Source: an optimization exercise on an open RTL-to-GDS flow (aim: small area). Production flows keep margins and buffers that such runs may drop.
The RTL was checked by simulation tests, not by an equivalence proof against the original design.
Power figures rest on the tool's default switching activity, not on a simulated workload.

==> module mtu_timer, before the edit <==
module mtu_timer (
  input  logic        clk,
  input  logic        rst,
  input  logic        tick,          
  input  logic        wr_load,       
  input  logic        wr_ctl,        
  input  logic        wr_bg,         
  input  logic [31:0] load_data,     
  input  logic [31:0] zero_data,     
  output logic [31:0] count_value,
  output logic [31:0] reload_value,
  output logic [7:0]  control_word,
  output logic        expire
);
  logic [7:0]  prescale_count;
  logic        en, wide, oneshot, periodic, free;
  logic        pdone, step, le1, g, gw, clr_hi, rel;
  logic [1:0]  code;
  logic [31:0] c, tog, nxt, z;
  logic [7:0]  ptog;
  assign c        = count_value;
  assign en       = control_word[7];
  assign periodic = control_word[6];
  assign code     = control_word[3:2];
  assign wide     = control_word[1];
  assign oneshot  = control_word[0];
  assign free     = !oneshot && !periodic;
  assign pdone = (code == 2'd0) ||
                 (code == 2'd1 && prescale_count[3:0] == 4'hF) ||
                 (code[1] && prescale_count == 8'hFF);
  assign step  = tick && en && pdone;
  assign le1   = (c[15:1] == 15'd0) && (!wide || c[31:16] == 16'd0);
  assign expire = step && le1;
  assign g      = step && (le1 ? free : !c[0]);
  assign gw     = g && wide;
  assign clr_hi = step && !wide;
  assign rel    = step && le1 && periodic && !oneshot;
  assign tog[0] = step && (le1 ? (free != c[0]) : 1'b1);
  assign z[0] = 1'b1;
  assign z[1] = 1'b1;
  for (genvar i = 2; i < 32; i++) begin : g_z
    assign z[i] = z[i-1] && !c[i-1];
  end
  for (genvar i = 1; i < 32; i++) begin : g_bit
    if (i < 16) begin : g_lo
      assign tog[i] = g && z[i];
      assign nxt[i] = c[i] ^ tog[i];
    end else begin : g_hi
      assign tog[i] = gw && z[i];
      assign nxt[i] = (c[i] && !clr_hi) ^ tog[i];
    end
  end
  assign nxt[0] = c[0] ^ tog[0];
  always_ff @(posedge clk) begin
    if (rst || wr_load)
      count_value <= load_data;
    else if (rel)
      count_value <= reload_value & (wide ? 32'hFFFF_FFFF : 32'h0000_FFFF);
    else
      count_value <= nxt;
  end
  always_ff @(posedge clk) begin
    if (rst || wr_load || wr_bg)
      reload_value <= zero_data;
  end
  always_ff @(posedge clk) begin
    if (rst || wr_ctl)
      control_word <= zero_data[7:0];
    else if (expire && oneshot)
      control_word[7] <= 1'b0;
  end
  assign ptog[0] = tick && en;
  for (genvar i = 1; i < 8; i++) begin : g_pbit
    assign ptog[i] = ptog[i-1] && prescale_count[i-1];
  end
  always_ff @(posedge clk) begin
    if (rst || wr_load || wr_ctl || step)
      prescale_count <= 8'd0;
    else
      prescale_count <= prescale_count ^ ptog;
  end
endmodule
==> module multi_timer_unit_four_channel, before the edit <==
module multi_timer_unit_four_channel #(
  parameter int NUM_TIMERS = 4
) (
  input  logic                      clk,
  input  logic                      rst,
  input  logic                      req_valid,
  output logic                      req_ready,
  input  logic [1:0]                req_cmd,
  input  logic [4:0]                req_reg_word,
  input  logic [31:0]               req_write_data,
  output logic                      rsp_valid,
  input  logic                      rsp_ready,
  output logic [31:0]               rsp_read_data,
  output logic [3:0]                rsp_irq_lines
);
  logic [3:0]  irq_mask, raw_status;
  logic [31:0] reload_value [4];
  logic [31:0] count_value  [4];
  logic [7:0]  control_word [4];
  logic        out_valid;
  logic        rd_pending;
  logic [4:0]  rd_word;
  logic        accept, is_tick, is_write;
  logic [31:0] load_data, zero_data;
  logic [3:0]  expire;
  assign accept   = req_valid && req_ready;
  assign is_tick  = accept && (req_cmd == 2'd0);
  assign is_write = accept && (req_cmd == 2'd2);
  assign req_ready = !rst && (!out_valid || rsp_ready);
  assign rsp_valid = out_valid;
  assign load_data = req_write_data | {32{rst}};
  assign zero_data = req_write_data & {32{!rst}};
  always_ff @(posedge clk) begin
    if (rst) out_valid <= 1'b0;
    else     out_valid <= accept || (out_valid && !rsp_ready);
  end
  always_ff @(posedge clk) begin
    if (!out_valid || rsp_ready) begin
      rd_pending <= (req_cmd == 2'd1);
      rd_word    <= req_reg_word;
    end
  end
  always_ff @(posedge clk) begin
    if (rst || (is_write && req_reg_word == 5'd0))
      irq_mask <= zero_data[3:0];
  end
  always_ff @(posedge clk) begin
    if (rst)
      raw_status <= 4'd0;
    else if (is_write && req_reg_word == 5'd3)
      raw_status <= raw_status & ~req_write_data[3:0];
    else
      raw_status <= raw_status | expire;
  end
  for (genvar t = 0; t < 4; t++) begin : g_t
    mtu_timer u_timer (
      .clk         (clk),
      .rst         (rst),
      .tick        (is_tick),
      .wr_load     (is_write && req_reg_word == 5'(4 + 4*t)),
      .wr_ctl      (is_write && req_reg_word == 5'(6 + 4*t)),
      .wr_bg       (is_write && req_reg_word == 5'(7 + 4*t)),
      .load_data   (load_data),
      .zero_data   (zero_data),
      .count_value (count_value[t]),
      .reload_value(reload_value[t]),
      .control_word(control_word[t]),
      .expire      (expire[t])
    );
  end
  logic [3:0]  sel_t;
  logic        sel_shared;
  logic [31:0] rd_or [5];
  assign sel_shared = rd_pending && (rd_word[4:2] == 3'd0);
  assign rd_or[4] = {28'd0,
                     ({4{sel_shared && rd_word[1:0] == 2'd0}} & irq_mask) |
                     ({4{sel_shared && rd_word[1:0] == 2'd1}} & raw_status) |
                     ({4{sel_shared && rd_word[1:0] == 2'd2}} & raw_status & irq_mask)};
  for (genvar t = 0; t < 4; t++) begin : g_rd
    assign sel_t[t] = rd_pending && (rd_word[4:2] == 3'(t + 1));
    assign rd_or[t] = ({32{sel_t[t] && rd_word[1:0] == 2'd1}} & count_value[t]) |
                      ({32{sel_t[t] && rd_word[1:0] == 2'd2}} & {24'd0, control_word[t]}) |
                      ({32{sel_t[t] && (rd_word[1:0] == 2'd0 || rd_word[1:0] == 2'd3)}} & reload_value[t]);
  end
  assign rsp_read_data = rd_or[0] | rd_or[1] | rd_or[2] | rd_or[3] | rd_or[4];
  assign rsp_irq_lines = raw_status & irq_mask;
endmodule
clock: 7.0 ns
lec_check: 0
cap_margin: 20
core_margin: 2
core_utilization: 40
slew_margin: 20
standard.sh (not shown) runs the stock make flow with config.mk's settings and CLKGATE_MAP_FILE= SYNTH_SCRIPT=/design/flow/synth_recipe.tcl, a recipe that flattens the netlist after the stock synthesis.
==> flow/flow/run.sh <==
#!/bin/bash
# Standard ORFS flow with three changes:
#  * after floorplan, the synthesized logic is restructured for area by
#    OpenROAD's restructure (registers are not touched);
#  * clock-tree options: clkbuf_8 clusters, no dummy loads;
#  * port buffers are buf_1.
# Each tool writes its full output to a log file of its own here.
set -euo pipefail
HERE=$(pwd)
bash standard.sh floorplan > standard_floorplan.log 2>&1
RES=$HERE/orfs/results/$FLOW_PLATFORM/multi_timer_unit_four_channel/base
LIB=$FLOW_HOME/platforms/$FLOW_PLATFORM/lib/sky130_fd_sc_hd__tt_025C_1v80.lib
mkdir -p $HERE/restructure_work
# restructure reads its own copy of the library without the platform's
# dont-use cells.
python3 $HERE/flow/filter_lib.py $LIB $HERE/restructure_lib.lib "*lpflow* *probe*" > filter_lib.log 2>&1
cat > $HERE/restructure.tcl <<EOT
read_liberty $LIB
read_db $RES/2_floorplan.odb
read_sdc $RES/2_floorplan.sdc
source $FLOW_HOME/platforms/$FLOW_PLATFORM/setRC.tcl
report_design_area
remove_buffers
report_design_area
set_dont_use [get_lib_cells {*lpflow* *probe*}]
restructure -target area -liberty_file $HERE/restructure_lib.lib -tielo_port sky130_fd_sc_hd__conb_1/LO -tiehi_port sky130_fd_sc_hd__conb_1/HI -work_dir $HERE/restructure_work -abc_logfile $HERE/restructure_abc.log
report_design_area
restructure -target area -liberty_file $HERE/restructure_lib.lib -tielo_port sky130_fd_sc_hd__conb_1/LO -tiehi_port sky130_fd_sc_hd__conb_1/HI -work_dir $HERE/restructure_work -abc_logfile $HERE/restructure_abc2.log
report_design_area
report_wns
report_tns
write_db $RES/2_floorplan.odb
EOT
openroad -exit $HERE/restructure.tcl > restructure.log 2>&1
CTS="-sink_clustering_enable -repair_clock_nets -buf_list sky130_fd_sc_hd__clkbuf_8 -sink_clustering_size 16 -sink_clustering_max_diameter 50 -dont_use_dummy_load"
bash standard.sh finish "CTS_ARGS=$CTS" "BUFFER_PORTS_ARGS=-buffer_cell sky130_fd_sc_hd__buf_1" > standard.log 2>&1
Other scripts of this flow, unchanged in this note and not shown: flow/flow/filter_lib.py
Change:
--- a/flow/design.v
+++ b/flow/design.v
@@ -3,18 +3,20 @@
   input  logic        rst,
   input  logic        tick,          
   input  logic        wr_load,       
   input  logic        wr_ctl,        
   input  logic        wr_bg,         
-  input  logic [31:0] load_data,     
-  input  logic [31:0] zero_data,     
+  input  logic [31:0] write_data,
+  input  logic [7:0]  zero_data,     
   output logic [31:0] count_value,
-  output logic [31:0] reload_value,
+  output logic [31:0] reload_value,  
   output logic [7:0]  control_word,
   output logic        expire
 );
   logic [7:0]  prescale_count;
+  logic [31:0] reload_reg, reload_next, load_val;
+  logic        reload_zero, wr_reload, load, hi_keep;
   logic        en, wide, oneshot, periodic, free;
   logic        pdone, step, le1, g, gw, clr_hi, rel;
   logic [1:0]  code;
   logic [31:0] c, tog, nxt, z;
   logic [7:0]  ptog;
@@ -32,11 +34,11 @@
   assign le1   = (c[15:1] == 15'd0) && (!wide || c[31:16] == 16'd0);
   assign expire = step && le1;
   assign g      = step && (le1 ? free : !c[0]);
   assign gw     = g && wide;
   assign clr_hi = step && !wide;
-  assign rel    = step && le1 && periodic && !oneshot;
+  assign rel    = step && le1 && periodic && !oneshot && !reload_zero;
   assign tog[0] = step && (le1 ? (free != c[0]) : 1'b1);
   assign z[0] = 1'b1;
   assign z[1] = 1'b1;
   for (genvar i = 2; i < 32; i++) begin : g_z
     assign z[i] = z[i-1] && !c[i-1];
@@ -49,25 +51,32 @@
       assign tog[i] = gw && z[i];
       assign nxt[i] = (c[i] && !clr_hi) ^ tog[i];
     end
   end
   assign nxt[0] = c[0] ^ tog[0];
+  assign wr_reload   = wr_load || wr_bg;
+  assign reload_next = ({32{wr_reload}} & write_data) | ({32{!wr_reload}} & reload_reg);
+  assign reload_value = reload_reg & {32{!reload_zero}};
   always_ff @(posedge clk) begin
-    if (rst || wr_load)
-      count_value <= load_data;
-    else if (rel)
-      count_value <= reload_value & (wide ? 32'hFFFF_FFFF : 32'h0000_FFFF);
+    reload_reg <= reload_next;
+  end
+  always_ff @(posedge clk) begin
+    if (rst)            reload_zero <= 1'b1;
+    else if (wr_reload) reload_zero <= 1'b0;
+  end
+  assign load    = rst || wr_load || rel;
+  assign hi_keep = wr_load || wide;
+  assign load_val = {32{rst}} | (reload_next & {{16{hi_keep}}, 16'hFFFF});
+  always_ff @(posedge clk) begin
+    if (load)
+      count_value <= load_val;
     else
       count_value <= nxt;
   end
   always_ff @(posedge clk) begin
-    if (rst || wr_load || wr_bg)
-      reload_value <= zero_data;
-  end
-  always_ff @(posedge clk) begin
     if (rst || wr_ctl)
-      control_word <= zero_data[7:0];
+      control_word <= zero_data;
     else if (expire && oneshot)
       control_word[7] <= 1'b0;
   end
   assign ptog[0] = tick && en;
   for (genvar i = 1; i < 8; i++) begin : g_pbit
@@ -101,19 +110,18 @@
   logic [7:0]  control_word [4];
   logic        out_valid;
   logic        rd_pending;
   logic [4:0]  rd_word;
   logic        accept, is_tick, is_write;
-  logic [31:0] load_data, zero_data;
+  logic [7:0]  zero_data;
   logic [3:0]  expire;
   assign accept   = req_valid && req_ready;
   assign is_tick  = accept && (req_cmd == 2'd0);
   assign is_write = accept && (req_cmd == 2'd2);
   assign req_ready = !rst && (!out_valid || rsp_ready);
   assign rsp_valid = out_valid;
-  assign load_data = req_write_data | {32{rst}};
-  assign zero_data = req_write_data & {32{!rst}};
+  assign zero_data = req_write_data[7:0] & {8{!rst}};
   always_ff @(posedge clk) begin
     if (rst) out_valid <= 1'b0;
     else     out_valid <= accept || (out_valid && !rsp_ready);
   end
   always_ff @(posedge clk) begin
@@ -140,11 +148,11 @@
       .rst         (rst),
       .tick        (is_tick),
       .wr_load     (is_write && req_reg_word == 5'(4 + 4*t)),
       .wr_ctl      (is_write && req_reg_word == 5'(6 + 4*t)),
       .wr_bg       (is_write && req_reg_word == 5'(7 + 4*t)),
-      .load_data   (load_data),
+      .write_data  (req_write_data),
       .zero_data   (zero_data),
       .count_value (count_value[t]),
       .reload_value(reload_value[t]),
       .control_word(control_word[t]),
       .expire      (expire[t])
Register-to-register slack is better by 1.1 ns.
Core utilization goes down by 0.50 points.
Global-route usage drops by 1.2 points.
Worst setup slack improves by 0.91 ns.
Worst hold slack improves by 0.021 ns.
Final area fell by a few percent.
Sequential cell count grows by 4.
Sequential power stays flat.
Synthesized area fell slightly.
Die area is lower slightly.
Sequential share of layout area is lower by 5.7 points.
Non-clock buffer count drops by 7.
First-iteration DRC count goes down by a quarter to a third.

-- port drivers added, routing unchanged --
Ports are ideal in the flow. The routed layouts listed here were re-timed in OpenROAD. Step 1 assumes that a clkbuf_16 drives the clock port and a buf_2 every other input. Step 2 adds t to the input delays and takes it off the output delays; t is the mean of the earliest and latest rising clock arrival at the registers after step 1. Input paths then give back, and output paths get back, about the clock's delay inside the block. a / b / c = no drivers / after step 1 / after step 2; a / b = the first two.
| run | shift t [ns] | slack for setup (ns) | worst setup path after step 2 |
|---|---|---|---|
| the first run | 0.633 | 0.747 / 0.770 / 0.137 | input to register |
| the second run | 0.607 | 1.655 / 1.608 / 1.436 | input to register |
After both steps every run listed still meets setup and hold. For the first run, which loses most, drivers alone change the setup slack by +0.023 ns; drivers and shift together by -0.610 ns.
